What follows belongs to an exercise in optimizing a design on an open flow for small area; a production flow would make more cautious choices. RTL that was checked went through simulation tests only; none was proved equivalent to the original. No activity file was given, so power comes from the tool's default toggle rates.

==> inputs of trial 93 <==
==> flow/design.v <==
`default_nettype none
package ohlc_pkg;
  localparam int unsigned TIME_W  = 32;
  localparam int unsigned PRICE_W = 40;
  localparam int unsigned BW_W    = 17;
  localparam int unsigned END_W   = TIME_W + 1;
  localparam logic [BW_W-1:0] BIN_WIDTH_RESET = BW_W'(3600);
  localparam int unsigned     MAX_GAP_BARS_DEF = 16;
  localparam int unsigned APB_DATA_W = 32;
  localparam int unsigned APB_ADDR_W = 2;
endpackage
`default_nettype wire
`default_nettype none
import ohlc_pkg::*;
module ohlc_bar_aggregator_top (
  input  wire logic                  clk_i,
  input  wire logic                  rst_ni,
  input  wire logic                  trade_valid_i,
  output logic                       trade_ready_o,
  input  wire logic [TIME_W-1:0]     trade_time_i,
  input  wire logic [PRICE_W-1:0]    trade_price_i,
  input  wire logic                  trade_end_of_batch_i,
  output logic                       bar_valid_o,
  input  wire logic                  bar_ready_i,
  output logic [TIME_W-1:0]          bar_time_o,
  output logic [PRICE_W-1:0]         bar_open_o,
  output logic [PRICE_W-1:0]         bar_high_o,
  output logic [PRICE_W-1:0]         bar_low_o,
  output logic [PRICE_W-1:0]         bar_close_o,
  output logic [1:0]                 bar_kind_o,
  output logic                       bar_gaps_dropped_o,
  output logic                       bar_last_result_o,
  input  wire logic                  psel,
  input  wire logic                  penable,
  input  wire logic                  pwrite,
  input  wire logic [APB_ADDR_W-1:0] paddr,
  input  wire logic [APB_DATA_W-1:0] pwdata,
  output logic [APB_DATA_W-1:0]      prdata,
  output logic                       pready
);
  localparam logic [3:0] S_IDLE = 4'd0;    
  localparam logic [3:0] S_F1   = 4'd1;    
  localparam logic [3:0] S_F2   = 4'd2;    
  localparam logic [3:0] S_FB   = 4'd3;    
  localparam logic [3:0] S_DIV0 = 4'd4;    
  localparam logic [3:0] S_DIV  = 4'd5;    
  localparam logic [3:0] S_NB1  = 4'd6;    
  localparam logic [3:0] S_SET  = 4'd7;    
  localparam logic [3:0] S_GINC = 4'd8;    
  localparam logic [3:0] S_GAP  = 4'd9;    
  localparam logic [3:0] S_PST1 = 4'd10;   
  localparam logic [3:0] S_PST2 = 4'd11;   
  localparam logic [3:0] S_U1   = 4'd12;   
  localparam logic [3:0] S_U2   = 4'd13;   
  localparam logic [3:0] S_NB2  = 4'd14;   
  localparam int unsigned GAP_W = 5;
  logic [BW_W-1:0]    bw_q;
  logic [3:0]         st_q;
  logic [3:0]         st_d;
  logic               open_q;
  logic               drop_q;
  logic               filled_q;
  logic               eob_q;
  logic [4:0]         cnt_q;
  logic               nbit_q;
  logic [GAP_W-1:0]   gcnt_q;
  logic [BW_W-1:0]    rem_q;
  logic [END_W-1:0]   e_q;
  logic [TIME_W-1:0]  t_q;
  logic [PRICE_W-1:0] p_q;
  logic [PRICE_W-1:0] o_q;
  logic [PRICE_W-1:0] h_q;
  logic [PRICE_W-1:0] l_q;
  always_ff @(posedge clk_i or negedge rst_ni) begin
    if (!rst_ni) begin
      bw_q <= BIN_WIDTH_RESET;
    end else if (psel && penable && pwrite && (paddr == 2'd0)) begin
      bw_q <= pwdata[BW_W-1:0];
    end
  end
  assign pready = 1'b1;
  assign prdata = (paddr == 2'd0) ? APB_DATA_W'(bw_q) : '0;
  logic [BW_W-1:0]    w;
  logic               beyond;
  logic [END_W-1:0]   n;
  logic [BW_W:0]      a;
  logic [BW_W+1:0]    dsub;
  logic               fits;
  logic [BW_W-1:0]    rn;
  logic [BW_W-1:0]    s;
  logic [5:0]         q2;
  logic [GAP_W-1:0]   qn;
  logic [GAP_W:0]     g;
  logic               drop_c;
  logic [GAP_W-1:0]   shown;
  logic               sel_tw;
  logic [1:0]         ncf_q;   
  logic [1:0]         scf_q;   
  logic [1:0]         wt_q;    
  logic               ok;
  logic [TIME_W-1:0]  xop;
  logic [BW_W-1:0]    yop;
  logic [END_W-1:0]   sum;
  logic               take_x;
  logic [END_W:0]     nc;      
  logic [BW_W+2:0]    dc;      
  logic [END_W:0]     sc;      
  logic [PRICE_W:0]   hc;      
  logic [PRICE_W:0]   lc;      
  logic               p_gt_h;
  logic               p_lt_l;
  always_comb begin
    w      = (bw_q == '0) ? BW_W'(1) : bw_q;
    nc[0] = 1'b0;
    for (int i = 0; i < END_W; i++) begin
      logic x, y, c;
      x = (i < TIME_W) ? trade_time_i[i] : 1'b0;
      y = ~e_q[i];
      c = (i == 11) ? ncf_q[0] : ((i == 22) ? ncf_q[1] : nc[i]);
      n[i]    = x ^ y ^ c;
      nc[i+1] = (x & y) | (x & c) | (y & c);
    end
    beyond = nc[END_W];
    a      = (st_q == S_PST2) ? {1'b0, rem_q} : {rem_q, nbit_q};
    dc[0] = 1'b1;
    for (int i = 0; i < BW_W + 2; i++) begin
      logic x, y, c;
      x = (i < BW_W + 1) ? a[i] : 1'b0;
      y = (i < BW_W) ? ~w[i] : 1'b1;
      dsub[i]  = x ^ y ^ dc[i];
      dc[i+1]  = (x & y) | (x & dc[i]) | (y & dc[i]);
    end
    fits   = !dsub[BW_W+1];
    rn     = fits ? dsub[BW_W-1:0] : a[BW_W-1:0];
    s      = ~dsub[BW_W-1:0];           
    q2     = {gcnt_q, fits};
    qn     = (q2 > 6'd17) ? GAP_W'(17) : q2[GAP_W-1:0];
    g      = {1'b0, gcnt_q} + {5'd0, !filled_q};
    drop_c = g > 6'd16;
    shown  = drop_c ? GAP_W'(16) : g[GAP_W-1:0];
    sel_tw = (st_q == S_F2) || (st_q == S_GINC) || (st_q == S_PST2);
    xop    = sel_tw ? t_q : trade_time_i;
    yop    = (st_q == S_PST2) ? s : (sel_tw ? w : '0);
    sc[0] = 1'b0;
    for (int i = 0; i < END_W; i++) begin
      logic x, y, c;
      x = (i < TIME_W) ? xop[i] : 1'b0;
      y = (i < BW_W) ? yop[i] : 1'b0;
      c = (i == 11) ? (scf_q[0] & sel_tw) : ((i == 22) ? (scf_q[1] & sel_tw) : sc[i]);
      sum[i]   = x ^ y ^ c;
      sc[i+1]  = (x & y) | (x & c) | (y & c);
    end
    hc[0] = 1'b0;
    lc[0] = 1'b0;
    for (int i = 0; i < PRICE_W; i++) begin
      hc[i+1] = (p_q[i] & ~h_q[i]) | (p_q[i] & hc[i]) | (~h_q[i] & hc[i]);
      lc[i+1] = (l_q[i] & ~p_q[i]) | (l_q[i] & lc[i]) | (~p_q[i] & lc[i]);
    end
    p_gt_h = hc[PRICE_W];
    p_lt_l = lc[PRICE_W];
    take_x = ((st_q == S_NB1) && bar_ready_i) || ((st_q == S_SET) && !filled_q);
  end
  assign ok = (wt_q == 2'd2);
  always_ff @(posedge clk_i) begin
    ncf_q <= {nc[22], nc[11]};
    scf_q <= {sc[22], sc[11]};
    if ((st_d != st_q) || ((st_q == S_IDLE) && !trade_valid_i)) wt_q <= 2'd0;
    else if (!ok) wt_q <= wt_q + 2'd1;
    nbit_q <= n[~cnt_q];
  end
  always_ff @(posedge clk_i or negedge rst_ni) begin
    if (!rst_ni) begin
      cnt_q <= '0;
    end else begin
      cnt_q <= cnt_q + 5'd1;
    end
  end
  always_comb begin
    st_d = st_q;
    case (st_q)
      S_IDLE: begin
        if (trade_valid_i && ok) begin
          if (!open_q)      st_d = S_F1;
          else if (!beyond) st_d = S_U1;
          else              st_d = S_DIV0;
        end
      end
      S_F1:   st_d = S_F2;
      S_F2:   if (ok) st_d = S_FB;
      S_FB:   if (bar_ready_i) st_d = S_IDLE;
      S_DIV0: if (cnt_q == 5'd0) st_d = S_DIV;
      S_DIV:  if (cnt_q == 5'd0) st_d = filled_q ? S_NB1 : S_SET;
      S_NB1:  if (bar_ready_i) st_d = S_SET;
      S_SET:  st_d = (shown != '0) ? S_GINC : S_PST1;
      S_GINC: if (ok) st_d = S_GAP;
      S_GAP:  if (bar_ready_i) st_d = (gcnt_q == GAP_W'(1)) ? S_PST1 : S_GINC;
      S_PST1: st_d = S_PST2;
      S_PST2: if (ok) st_d = S_U2;
      S_U1:   st_d = S_U2;
      S_U2:   st_d = eob_q ? S_NB2 : S_IDLE;
      S_NB2:  if (bar_ready_i) st_d = S_IDLE;
      default: st_d = S_IDLE;
    endcase
  end
  always_ff @(posedge clk_i or negedge rst_ni) begin
    if (!rst_ni) begin
      st_q   <= S_IDLE;
      open_q <= 1'b0;
      drop_q <= 1'b0;
    end else begin
      st_q <= st_d;
      if (st_q == S_F1) open_q <= !trade_end_of_batch_i;
      if ((st_q == S_NB2) && bar_ready_i) open_q <= 1'b0;
      if (((st_q == S_NB1) || (st_q == S_NB2)) && bar_ready_i) drop_q <= 1'b0;
      if (st_q == S_SET) drop_q <= drop_q | drop_c;
    end
  end
  always_ff @(posedge clk_i) begin
    if ((st_q == S_F2) || (st_q == S_SET)) filled_q <= 1'b0;
    if (st_q == S_U2) filled_q <= 1'b1;
    if ((st_q == S_U1) || take_x) eob_q <= trade_end_of_batch_i;
    if (st_q == S_DIV0) begin
      gcnt_q <= '0;
      rem_q  <= '0;
    end
    if (st_q == S_DIV) begin
      gcnt_q <= qn;
      rem_q  <= rn;
    end
    if (st_q == S_SET)  gcnt_q <= shown;
    if ((st_q == S_GAP) && bar_ready_i) gcnt_q <= gcnt_q - GAP_W'(1);
    if ((((st_q == S_F2) || (st_q == S_PST2)) && ok) || take_x) e_q <= sum;
    if ((st_q == S_F1) || ((st_q == S_GINC) && ok) || (st_q == S_U1)) t_q <= sum[TIME_W-1:0];
    if (st_q == S_PST1) t_q <= e_q[TIME_W-1:0];
    if ((st_q == S_F1) || (st_q == S_U1) || take_x) p_q <= trade_price_i;
    if ((st_q == S_F2) || take_x || ((st_q == S_U1) && !filled_q)) o_q <= p_q;
    if ((st_q == S_F2) || take_x ||
        ((st_q == S_U2) && (!filled_q || p_gt_h))) h_q <= p_q;
    if ((st_q == S_F2) || take_x ||
        ((st_q == S_U2) && (!filled_q || p_lt_l))) l_q <= p_q;
  end
  always_comb begin
    trade_ready_o      = (st_q == S_F1) || (st_q == S_U1) || take_x;
    bar_valid_o        = (st_q == S_FB) || (st_q == S_NB1) || (st_q == S_GAP) || (st_q == S_NB2);
    bar_kind_o         = (st_q == S_FB) ? 2'd0 : ((st_q == S_GAP) ? 2'd2 : 2'd1);
    bar_gaps_dropped_o = drop_q && (st_q != S_GAP);
    case (st_q)
      S_NB1:   bar_last_result_o = (gcnt_q == '0) && !trade_end_of_batch_i;
      S_GAP:   bar_last_result_o = (gcnt_q == GAP_W'(1)) && !eob_q;
      default: bar_last_result_o = 1'b1;
    endcase
    bar_time_o  = t_q;
    bar_open_o  = o_q;
    bar_high_o  = h_q;
    bar_low_o   = l_q;
    bar_close_o = (st_q == S_GAP) ? o_q : p_q;
  end
endmodule
`default_nettype wire
==> flow/flow/run.sh <==
#!/bin/bash
set -euo pipefail
export BUFFER_PORTS_ARGS="-buffer_cell sky130_fd_sc_hd__buf_1"
export CTS_ARGS="-sink_clustering_enable -repair_clock_nets -dont_use_dummy_load -buf_list sky130_fd_sc_hd__clkbuf_4"
bash standard.sh > standard.log 2>&1
==> flow/standard.sh <==
#!/bin/bash
# synth_recipe.tcl (not shown) runs the flow's synth.tcl, then flattens the netlist and writes it again
# the make line also repeats each setting of config.mk as NAME=value (left out here)
make -C /OpenROAD-flow-scripts/flow DESIGN_CONFIG=/design/flow/config.mk WORK_HOME=/design/flow/orfs CLKGATE_MAP_FILE= SYNTH_SCRIPT=/design/flow/synth_recipe.tcl "${@:-finish}"
==> flow/config.mk <==
export PLATFORM = sky130hd
export DESIGN_NAME = ohlc_bar_aggregator_top
export DESIGN_NICKNAME = ohlc_bar_aggregator_top
export VERILOG_FILES = /design/flow/design.v
export SDC_FILE = /design/flow/constraint.sdc
export NUM_CORES = 4
export LEC_CHECK = 0
export CAP_MARGIN = 20
export CORE_MARGIN = 2
export CORE_UTILIZATION = 40
export CTS_BUF_LIST = sky130_fd_sc_hd__clkbuf_4
export PLACE_DENSITY = 0.6
export SLEW_MARGIN = 20
==> flow/constraint.sdc <==
create_clock -name core_clock -period 10.0 [get_ports {clk_i}]
set_input_delay 2.0000 -clock core_clock [delete_from_list [all_inputs] [get_ports {clk_i}]]
set_output_delay 2.0000 -clock core_clock [all_outputs]
set_load 0.01 [all_outputs]
==> trial 14 (differences from trial 93) <==
==> flow/design.v, changed modules only <==
module ohlc_bar_aggregator_top (
  input  wire logic                  clk_i,
  input  wire logic                  rst_ni,
  input  wire logic                  trade_valid_i,
  output logic                       trade_ready_o,
  input  wire logic [TIME_W-1:0]     trade_time_i,
  input  wire logic [PRICE_W-1:0]    trade_price_i,
  input  wire logic                  trade_end_of_batch_i,
  output logic                       bar_valid_o,
  input  wire logic                  bar_ready_i,
  output logic [TIME_W-1:0]          bar_time_o,
  output logic [PRICE_W-1:0]         bar_open_o,
  output logic [PRICE_W-1:0]         bar_high_o,
  output logic [PRICE_W-1:0]         bar_low_o,
  output logic [PRICE_W-1:0]         bar_close_o,
  output logic [1:0]                 bar_kind_o,
  output logic                       bar_gaps_dropped_o,
  output logic                       bar_last_result_o,
  input  wire logic                  psel,
  input  wire logic                  penable,
  input  wire logic                  pwrite,
  input  wire logic [APB_ADDR_W-1:0] paddr,
  input  wire logic [APB_DATA_W-1:0] pwdata,
  output logic [APB_DATA_W-1:0]      prdata,
  output logic                       pready
);
  localparam logic [3:0] S_IDLE = 4'd0;    
  localparam logic [3:0] S_F1   = 4'd1;    
  localparam logic [3:0] S_F2   = 4'd2;    
  localparam logic [3:0] S_FB   = 4'd3;    
  localparam logic [3:0] S_DIV0 = 4'd4;    
  localparam logic [3:0] S_DIV  = 4'd5;    
  localparam logic [3:0] S_NB1  = 4'd6;    
  localparam logic [3:0] S_SET  = 4'd7;    
  localparam logic [3:0] S_GINC = 4'd8;    
  localparam logic [3:0] S_GAP  = 4'd9;    
  localparam logic [3:0] S_PST1 = 4'd10;   
  localparam logic [3:0] S_PST2 = 4'd11;   
  localparam logic [3:0] S_U1   = 4'd12;   
  localparam logic [3:0] S_U2   = 4'd13;   
  localparam logic [3:0] S_NB2  = 4'd14;   
  localparam int unsigned GAP_W = 5;
  logic [BW_W-1:0]    bw_q;
  logic [3:0]         st_q;
  logic [3:0]         st_d;
  logic               open_q;
  logic               drop_q;
  logic               filled_q;
  logic               eob_q;
  logic [4:0]         cnt_q;
  logic               nbit_q;
  logic [GAP_W-1:0]   gcnt_q;
  logic [BW_W-1:0]    rem_q;
  logic [END_W-1:0]   e_q;
  logic [TIME_W-1:0]  t_q;
  logic [PRICE_W-1:0] p_q;
  logic [PRICE_W-1:0] o_q;
  logic [PRICE_W-1:0] h_q;
  logic [PRICE_W-1:0] l_q;
  always_ff @(posedge clk_i or negedge rst_ni) begin
    if (!rst_ni) begin
      bw_q <= BIN_WIDTH_RESET;
    end else if (psel && penable && pwrite && (paddr == 2'd0)) begin
      bw_q <= pwdata[BW_W-1:0];
    end
  end
  assign pready = 1'b1;
  assign prdata = (paddr == 2'd0) ? APB_DATA_W'(bw_q) : '0;
  logic [BW_W-1:0]    w;
  logic               beyond;
  logic [END_W-1:0]   n;
  logic [BW_W:0]      a;
  logic [BW_W+1:0]    dsub;
  logic               fits;
  logic [BW_W-1:0]    rn;
  logic [BW_W-1:0]    s;
  logic [5:0]         q2;
  logic [GAP_W-1:0]   qn;
  logic [GAP_W:0]     g;
  logic               drop_c;
  logic [GAP_W-1:0]   shown;
  logic               sel_tw;
  logic [TIME_W-1:0]  xop;
  logic [BW_W-1:0]    yop;
  logic [END_W-1:0]   sum;
  logic               take_x;
  always_comb begin
    w      = (bw_q == '0) ? BW_W'(1) : bw_q;
    beyond = {1'b0, trade_time_i} > e_q;
    n      = {1'b0, trade_time_i} - e_q - END_W'(1);
    a      = (st_q == S_PST2) ? {1'b0, rem_q} : {rem_q, nbit_q};
    dsub   = {1'b0, a} - {2'b00, w};
    fits   = !dsub[BW_W+1];
    rn     = fits ? dsub[BW_W-1:0] : a[BW_W-1:0];
    s      = ~dsub[BW_W-1:0];           
    q2     = {gcnt_q, fits};
    qn     = (q2 > 6'd17) ? GAP_W'(17) : q2[GAP_W-1:0];
    g      = {1'b0, gcnt_q} + {5'd0, !filled_q};
    drop_c = g > 6'd16;
    shown  = drop_c ? GAP_W'(16) : g[GAP_W-1:0];
    sel_tw = (st_q == S_F2) || (st_q == S_GINC) || (st_q == S_PST2);
    xop    = sel_tw ? t_q : trade_time_i;
    yop    = (st_q == S_PST2) ? s : (sel_tw ? w : '0);
    sum    = {1'b0, xop} + {16'd0, yop};
    take_x = ((st_q == S_NB1) && bar_ready_i) || ((st_q == S_SET) && !filled_q);
  end
  always_ff @(posedge clk_i) begin
    nbit_q <= n[~cnt_q];
  end
  always_ff @(posedge clk_i or negedge rst_ni) begin
    if (!rst_ni) begin
      cnt_q <= '0;
    end else begin
      cnt_q <= cnt_q + 5'd1;
    end
  end
  always_comb begin
    st_d = st_q;
    case (st_q)
      S_IDLE: begin
        if (trade_valid_i) begin
          if (!open_q)      st_d = S_F1;
          else if (!beyond) st_d = S_U1;
          else              st_d = S_DIV0;
        end
      end
      S_F1:   st_d = S_F2;
      S_F2:   st_d = S_FB;
      S_FB:   if (bar_ready_i) st_d = S_IDLE;
      S_DIV0: if (cnt_q == 5'd0) st_d = S_DIV;
      S_DIV:  if (cnt_q == 5'd0) st_d = filled_q ? S_NB1 : S_SET;
      S_NB1:  if (bar_ready_i) st_d = S_SET;
      S_SET:  st_d = (shown != '0) ? S_GINC : S_PST1;
      S_GINC: st_d = S_GAP;
      S_GAP:  if (bar_ready_i) st_d = (gcnt_q == GAP_W'(1)) ? S_PST1 : S_GINC;
      S_PST1: st_d = S_PST2;
      S_PST2: st_d = S_U2;
      S_U1:   st_d = S_U2;
      S_U2:   st_d = eob_q ? S_NB2 : S_IDLE;
      S_NB2:  if (bar_ready_i) st_d = S_IDLE;
      default: st_d = S_IDLE;
    endcase
  end
  always_ff @(posedge clk_i or negedge rst_ni) begin
    if (!rst_ni) begin
      st_q   <= S_IDLE;
      open_q <= 1'b0;
      drop_q <= 1'b0;
    end else begin
      st_q <= st_d;
      if (st_q == S_F1) open_q <= !trade_end_of_batch_i;
      if ((st_q == S_NB2) && bar_ready_i) open_q <= 1'b0;
      if (((st_q == S_NB1) || (st_q == S_NB2)) && bar_ready_i) drop_q <= 1'b0;
      if (st_q == S_SET) drop_q <= drop_q | drop_c;
    end
  end
  always_ff @(posedge clk_i) begin
    if ((st_q == S_F2) || (st_q == S_SET)) filled_q <= 1'b0;
    if (st_q == S_U2) filled_q <= 1'b1;
    if ((st_q == S_U1) || take_x) eob_q <= trade_end_of_batch_i;
    if (st_q == S_DIV0) begin
      gcnt_q <= '0;
      rem_q  <= '0;
    end
    if (st_q == S_DIV) begin
      gcnt_q <= qn;
      rem_q  <= rn;
    end
    if (st_q == S_SET)  gcnt_q <= shown;
    if ((st_q == S_GAP) && bar_ready_i) gcnt_q <= gcnt_q - GAP_W'(1);
    if ((st_q == S_F2) || (st_q == S_PST2) || take_x) e_q <= sum;
    if ((st_q == S_F1) || (st_q == S_GINC) || (st_q == S_U1)) t_q <= sum[TIME_W-1:0];
    if (st_q == S_PST1) t_q <= e_q[TIME_W-1:0];
    if ((st_q == S_F1) || (st_q == S_U1) || take_x) p_q <= trade_price_i;
    if ((st_q == S_F2) || take_x || ((st_q == S_U1) && !filled_q)) o_q <= p_q;
    if ((st_q == S_F2) || take_x ||
        ((st_q == S_U2) && (!filled_q || (p_q > h_q)))) h_q <= p_q;
    if ((st_q == S_F2) || take_x ||
        ((st_q == S_U2) && (!filled_q || (p_q < l_q)))) l_q <= p_q;
  end
  always_comb begin
    trade_ready_o      = (st_q == S_F1) || (st_q == S_U1) || take_x;
    bar_valid_o        = (st_q == S_FB) || (st_q == S_NB1) || (st_q == S_GAP) || (st_q == S_NB2);
    bar_kind_o         = (st_q == S_FB) ? 2'd0 : ((st_q == S_GAP) ? 2'd2 : 2'd1);
    bar_gaps_dropped_o = drop_q && (st_q != S_GAP);
    case (st_q)
      S_NB1:   bar_last_result_o = (gcnt_q == '0) && !trade_end_of_batch_i;
      S_GAP:   bar_last_result_o = (gcnt_q == GAP_W'(1)) && !eob_q;
      default: bar_last_result_o = 1'b1;
    endcase
    bar_time_o  = t_q;
    bar_open_o  = o_q;
    bar_high_o  = h_q;
    bar_low_o   = l_q;
    bar_close_o = (st_q == S_GAP) ? o_q : p_q;
  end
endmodule
==> flow/run.sh (new file) <==
#!/bin/bash
# synth_recipe.tcl (not shown) runs the flow's synth.tcl, then flattens the netlist and writes it again
# the make line also repeats each setting of config.mk as NAME=value (left out here)
make -C /OpenROAD-flow-scripts/flow DESIGN_CONFIG=/design/flow/config.mk WORK_HOME=/design/flow/orfs CLKGATE_MAP_FILE= SYNTH_SCRIPT=/design/flow/synth_recipe.tcl finish
Settings changed: CTS_BUF_LIST sky130_fd_sc_hd__clkbuf_4 to default.
removed: flow/flow/run.sh
removed: flow/standard.sh
==> metrics.md <==
| Metric | Value |
|---|---|
| Comb. pwr | `0.00257 W` |
| H-Tree Depth | `3` |
| Sequential group power | `0.00225 W` |
| Cell Int Power | `0.00325 W` |
| Status | `no timing/DRC/antenna violations` |
| Synth Instances | `1318` |
[end of results for trial 93]
==> metrics.md <==
| Metric | Value |
|---|---|
| Worst r2r src | `st_q[3]$_DFFE_PN0P_` |
| Root buffer cell | `clkbuf_16` |
| Setup crit end kind | `flip-flop` |
| Clock tree sinks | `about 280` |
| H-Tree Depth | `2` |
| Period utilization | `69.6%` |
| Maximum fanout along the worst path | `33` |
| Placement Setup Slack | `3180 ps` |
| Clock slew seen by the registers of the worst setup and hold paths | `50 ps` |
| Hold path start | `filled_q$_SDFFE_PN1P_` |
| Comb. pwr | `0.00373 W` |
| Post-DRT Antenna Nets | `0` |
| Status | `no timing/DRC/antenna violations` |
[end of results for trial 14]
The RTL of trial 93 was laid out without a check of its function.

[re-timing with driven ports]
How much do the figures lean on ideal ports? The routed layouts below were timed once more, with nothing changed but the port constraints. Step 1 sets driving cells, clkbuf_16 on the clock port and buf_2 on the other inputs (assumed; they add their load-dependent delay and slew). Step 2, shift: input delay + t, output delay - t, t = (earliest + latest rising clock arrival at the registers) / 2. This alone moves slack from input paths to output paths. Three values: ideal ports, drivers, drivers and shift; two values: the first two.
run | t (ns) | setup WS [ns] | worst hold slack (ns)
trial 93 | 0.762 | 0.407 / 0.407 / 0.407 | 0.466 / 0.466 / 0.466
trial 14 | 0.595 | 3.036 / 3.036 / 3.036 | 0.494 / 0.494 / 0.494
After both steps setup and hold are still met in every run listed.
